Background: an optimization exercise with open tools, aiming at small area and a short achievable clock period. Do not read the settings as production practice. Where RTL was checked, it was by simulation tests only, not by an equivalence proof against the original. Power is estimated from default activity; no workload was simulated.

## mem_responder
module mem_responder #(
    parameter int                ADDR_W    = 9,
    parameter int                DATA_W    = 16,
    parameter int                RAM_WORDS = 256,
    parameter logic [ADDR_W-1:0] LED_ADDR  = mem_pkg::LED_ADDR,
    parameter logic [ADDR_W-1:0] SW_ADDR   = mem_pkg::SW_ADDR
) (
    input  logic              clk,
    input  logic              reset,
    input  logic [1:0]        mem_cmd,
    input  logic [ADDR_W-1:0] mem_addr,
    input  logic [DATA_W-1:0] write_data,
    output logic [DATA_W-1:0] read_data,
    output logic              rd_valid,
    input  logic [7:0]        sw,
    output logic [7:0]        leds,
    output logic              err,
    output logic [ADDR_W-1:0] err_addr
);
Size in the first run: about 4100 flip-flops, ~72 I/O pins.
==> flow/config.mk <==
export PLATFORM = sky130hd
export DESIGN_NAME = mem_responder
export DESIGN_NICKNAME = mem_responder
export VERILOG_FILES = /design/flow/design.v
export SDC_FILE = /design/flow/constraint.sdc
export NUM_CORES = 4
export LEC_CHECK = 0
export CAP_MARGIN = 20
export CORE_MARGIN = 2
export CORE_UTILIZATION = 72
export CTS_BUF_LIST = sky130_fd_sc_hd__clkbuf_8
export CTS_CLUSTER_DIAMETER = 200
export CTS_CLUSTER_SIZE = 16
export PLACE_DENSITY = 0.78
export SETUP_SLACK_MARGIN = 2.4
export SLEW_MARGIN = 20
export SYNTH_HIERARCHICAL = 1
export SYNTH_MINIMUM_KEEP_SIZE = 0
==> flow/constraint.sdc <==
create_clock -name core_clock -period 5.0 [get_ports {clk}]
set_input_delay 1.0000 -clock core_clock [delete_from_list [all_inputs] [get_ports {clk}]]
set_output_delay 1.0000 -clock core_clock [all_outputs]
set_load 0.01 [all_outputs]
run.sh (not shown) runs the stock make flow with config.mk's settings and CLKGATE_MAP_FILE= SYNTH_SCRIPT=/design/flow/synth_recipe.tcl, a recipe that flattens the netlist after the stock synthesis.
The first run completed with no timing, DRC or antenna violations.
Change:
Settings changed: CORE_UTILIZATION 72 to 55, PLACE_DENSITY 0.78 to default.
=> The changed run produced a clean layout. First-iteration DRC count came out lower by 29%. Maximum frequency goes down by 5.6%. Power climbs by 0.65%. Via count shrinks by 4.5%. Worst hold slack is worse by 43 ps. Worst setup slack got worse by 170 ps. Synthesized cell count stays the same. Critical path depth fell by 1. Routed wire length increases by 3.9%. Final area rose by 1.2%.
Change:
Settings changed: CORE_UTILIZATION 55 to 65, PLACE_DENSITY from default to 0.72.
Outcome:
- The new run completed with no timing, DRC or antenna violations
- fmax climbs by a few percent
- wire length is lower by a few percent
- final area increases slightly
- hold slack improved by 79 ps

========
mem_responder, a different RTL version from the one above (not shown whole).
Size in the first run: ~7500 cells after synthesis, ~4100 flip-flops, ~72 I/O pins.
## mem_responder
module mem_responder #(
    parameter int                ADDR_W    = 9,
    parameter int                DATA_W    = 16,
    parameter int                RAM_WORDS = 256,
    parameter logic [ADDR_W-1:0] LED_ADDR  = mem_pkg::LED_ADDR,
    parameter logic [ADDR_W-1:0] SW_ADDR   = mem_pkg::SW_ADDR
) (
    input  logic              clk,
    input  logic              reset,
    input  logic [1:0]        mem_cmd,
    input  logic [ADDR_W-1:0] mem_addr,
    input  logic [DATA_W-1:0] write_data,
    output logic [DATA_W-1:0] read_data,
    output logic              rd_valid,
    input  logic [7:0]        sw,
    output logic [7:0]        leds,
    output logic              err,
    output logic [ADDR_W-1:0] err_addr
);
    localparam int RAM_AW = $clog2(RAM_WORDS);
    logic              w_in_ram;
    logic              w_is_read;
    logic              w_is_write;
    logic              w_ram_we;
    logic              w_ram_re;
    logic              w_led_we;
    logic              w_sw_re;
    logic              w_bus_err;
    logic [DATA_W-1:0] w_ram_q;
    logic [RAM_WORDS-1:0] w_wsel;
    logic [RAM_WORDS*DATA_W-1:0] w_mem;
    logic [DATA_W-1:0] r_mem [RAM_WORDS];
    logic [DATA_W-1:0] r_rdata;
    logic              r_rd_valid;
    logic [7:0]        r_leds;
    logic              r_err;
    logic [ADDR_W-1:0] r_err_addr;
    logic [7:0]        r_sync1;
    logic [7:0]        r_sync2;
    assign w_in_ram   = !mem_addr[ADDR_W-1];
    assign w_is_read  = (mem_cmd == mem_pkg::MEM_READ);
    assign w_is_write = (mem_cmd == mem_pkg::MEM_WRITE);
    assign w_ram_we   = w_is_write && w_in_ram;
    assign w_ram_re   = w_is_read && w_in_ram;
    assign w_led_we   = w_is_write && (mem_addr == LED_ADDR);
    assign w_sw_re    = w_is_read && (mem_addr == SW_ADDR);
    assign w_bus_err  = (mem_cmd == mem_pkg::MEM_ILLEGAL)
                     || (w_is_write && !w_in_ram && !(mem_addr == LED_ADDR))
  ...
clock: 5.0 ns
lec_check: 0
cap_margin: 20
core_margin: 2
core_utilization: 55
cts_buf_list: sky130_fd_sc_hd__clkbuf_8
cts_cluster_diameter: 200
cts_cluster_size: 16
setup_slack_margin: 2.4
slew_margin: 20
synth_hierarchical: 1
synth_minimum_keep_size: 0
Then changed:
CORE_UTILIZATION = 45   (was 55)
What happened:
- count of clock-buffer cells in the layout shrinks by 4
- utilization shrinks by 12 points
- worst setup slack got worse by 280 ps
- power shrinks slightly
- synthesized cell count is unchanged
- non-clock buffer count grows by 41
- fmax shrinks by a little under a tenth
No run of this note included a check of the RTL's function; only the layout flow was run.

========
ember:
Another version of the RTL of mem_responder (not shown whole).
For scale: about 7800 cells after synthesis, roughly 72 I/O pins, roughly 0.15 mm^2 of cells after synthesis.
Design mem_responder, start of the top module:
module mem_responder #(
    parameter int                ADDR_W    = 9,
    parameter int                DATA_W    = 16,
    parameter int                RAM_WORDS = 256,
    parameter logic [ADDR_W-1:0] LED_ADDR  = mem_pkg::LED_ADDR,
    parameter logic [ADDR_W-1:0] SW_ADDR   = mem_pkg::SW_ADDR
) (
    input  logic              clk,
    input  logic              reset,
    input  logic [1:0]        mem_cmd,
    input  logic [ADDR_W-1:0] mem_addr,
    input  logic [DATA_W-1:0] write_data,
    output logic [DATA_W-1:0] read_data,
    output logic              rd_valid,
    input  logic [7:0]        sw,
    output logic [7:0]        leds,
    output logic              err,
    output logic [ADDR_W-1:0] err_addr
);
    localparam int RAM_AW = $clog2(RAM_WORDS);
    logic              w_in_ram;
    logic              w_is_read;
    logic              w_is_write;
    logic              w_ram_we;
    logic              w_ram_re;
    logic              w_led_we;
    logic              w_sw_re;
    logic              w_bus_err;
    logic [DATA_W-1:0] w_keep;
    logic [DATA_W-1:0] w_rdata_d;
    logic [RAM_WORDS-1:0] w_wsel;
    logic [RAM_WORDS*DATA_W-1:0] w_mem;
    logic [DATA_W-1:0] r_mem [RAM_WORDS];
    logic [DATA_W-1:0] r_rdata;
    logic              r_rd_valid;
    logic [7:0]        r_leds;
    logic              r_err;
    logic [ADDR_W-1:0] r_err_addr;
    logic [7:0]        r_sync1;
    logic [7:0]        r_sync2;
  ...
Settings: LEC_CHECK=0, CAP_MARGIN=20, CORE_MARGIN=2, CORE_UTILIZATION=65, CTS_BUF_LIST=sky130_fd_sc_hd__clkbuf_8, CTS_CLUSTER_DIAMETER=200, CTS_CLUSTER_SIZE=16, PLACE_DENSITY=0.72, SETUP_SLACK_MARGIN=2.4, SLEW_MARGIN=20, SYNTH_HIERARCHICAL=1, SYNTH_MINIMUM_KEEP_SIZE=0; clock period 5.0 ns.
ember ran to completion and came out clean on the timing, DRC and antenna checks.
The following lists how pepper was set up differently from ember:
diff --git a/flow/config.mk b/flow/config.mk
--- a/flow/config.mk
+++ b/flow/config.mk
@@ -10 +10 @@
-export CORE_UTILIZATION = 65
+export CORE_UTILIZATION = 72
@@ -14 +14 @@
-export PLACE_DENSITY = 0.72
+export PLACE_DENSITY = 0.78
--- outcome ---
- The faster design of the two is pepper; ember tops out lower.
- Compared with ember, pepper shows a total area of multi-input combinational cells that is about 0.4% higher.
- Combinational cell fraction of total power delta for pepper relative to ember: 0.2 points higher
- ember ended up with more cell instances than pepper did.
- Compared pepper vs ember, and critical path depth is down in pepper.
- When pepper is set beside ember, its total half-perimeter wirelength after legalization and detailed placement turns out to be 9.2 mm smaller.
- The run showing the greater global-route wire length before repair is pepper.
- On final-layout non-clock buffer area share, pepper and ember are basically level.
- Cmp pepper and ember / worst setup slack / higher: pepper
- Total power: pepper above ember

-- afterwards: timing with drivers on the ports --
In the flow no input, the clock included, has a driving cell. The finished layouts below were timed again as built, in two steps. Step 1: set_driving_cell puts a clkbuf_16 on clk and a buf_2 on each other input, an assumption about the parent block. Step 2 times the ports against the registers' clock, not the clock port: input delays grow and output delays shrink by t, the midpoint of the rising clock arrivals with the driver on. Three values: ideal ports, drivers, drivers and shift; two values: the first two.
| run | t, ns | setup WS [ns] | slew at the worst register clock pin (ns) | worst slew at a driven data input, ns |
|---|---|---|---|---|
| the first run of note 1 | 1.187 | 2.056 / 1.943 / 0.756 | 0.11 / 0.11 | 0.23 |
| the second run of note 1 | 1.153 | 1.881 / 1.922 / 0.768 | 0.11 / 0.11 | 0.09 |
| the third run of note 1 | 1.190 | 1.959 / 1.998 / 0.808 | 0.12 / 0.12 | 0.07 |
| the first run of note 2 | 1.187 | 1.909 / 1.946 / 0.759 | 0.11 / 0.11 | 0.08 |
| the second run of note 2 | 1.179 | 1.627 / 1.669 / 0.491 | 0.12 / 0.12 | 0.09 |
| ember | 1.161 | 1.942 / 1.950 / 0.789 | 0.11 / 0.11 | 0.09 |
| pepper | 1.163 | 1.960 / 1.871 / 0.708 | 0.12 / 0.12 | 0.24 |
After both steps every run listed still meets setup and hold. The setup slack of the first run of note 1, which loses most, moves by -0.113 ns with the drivers and by -1.300 ns with both steps.
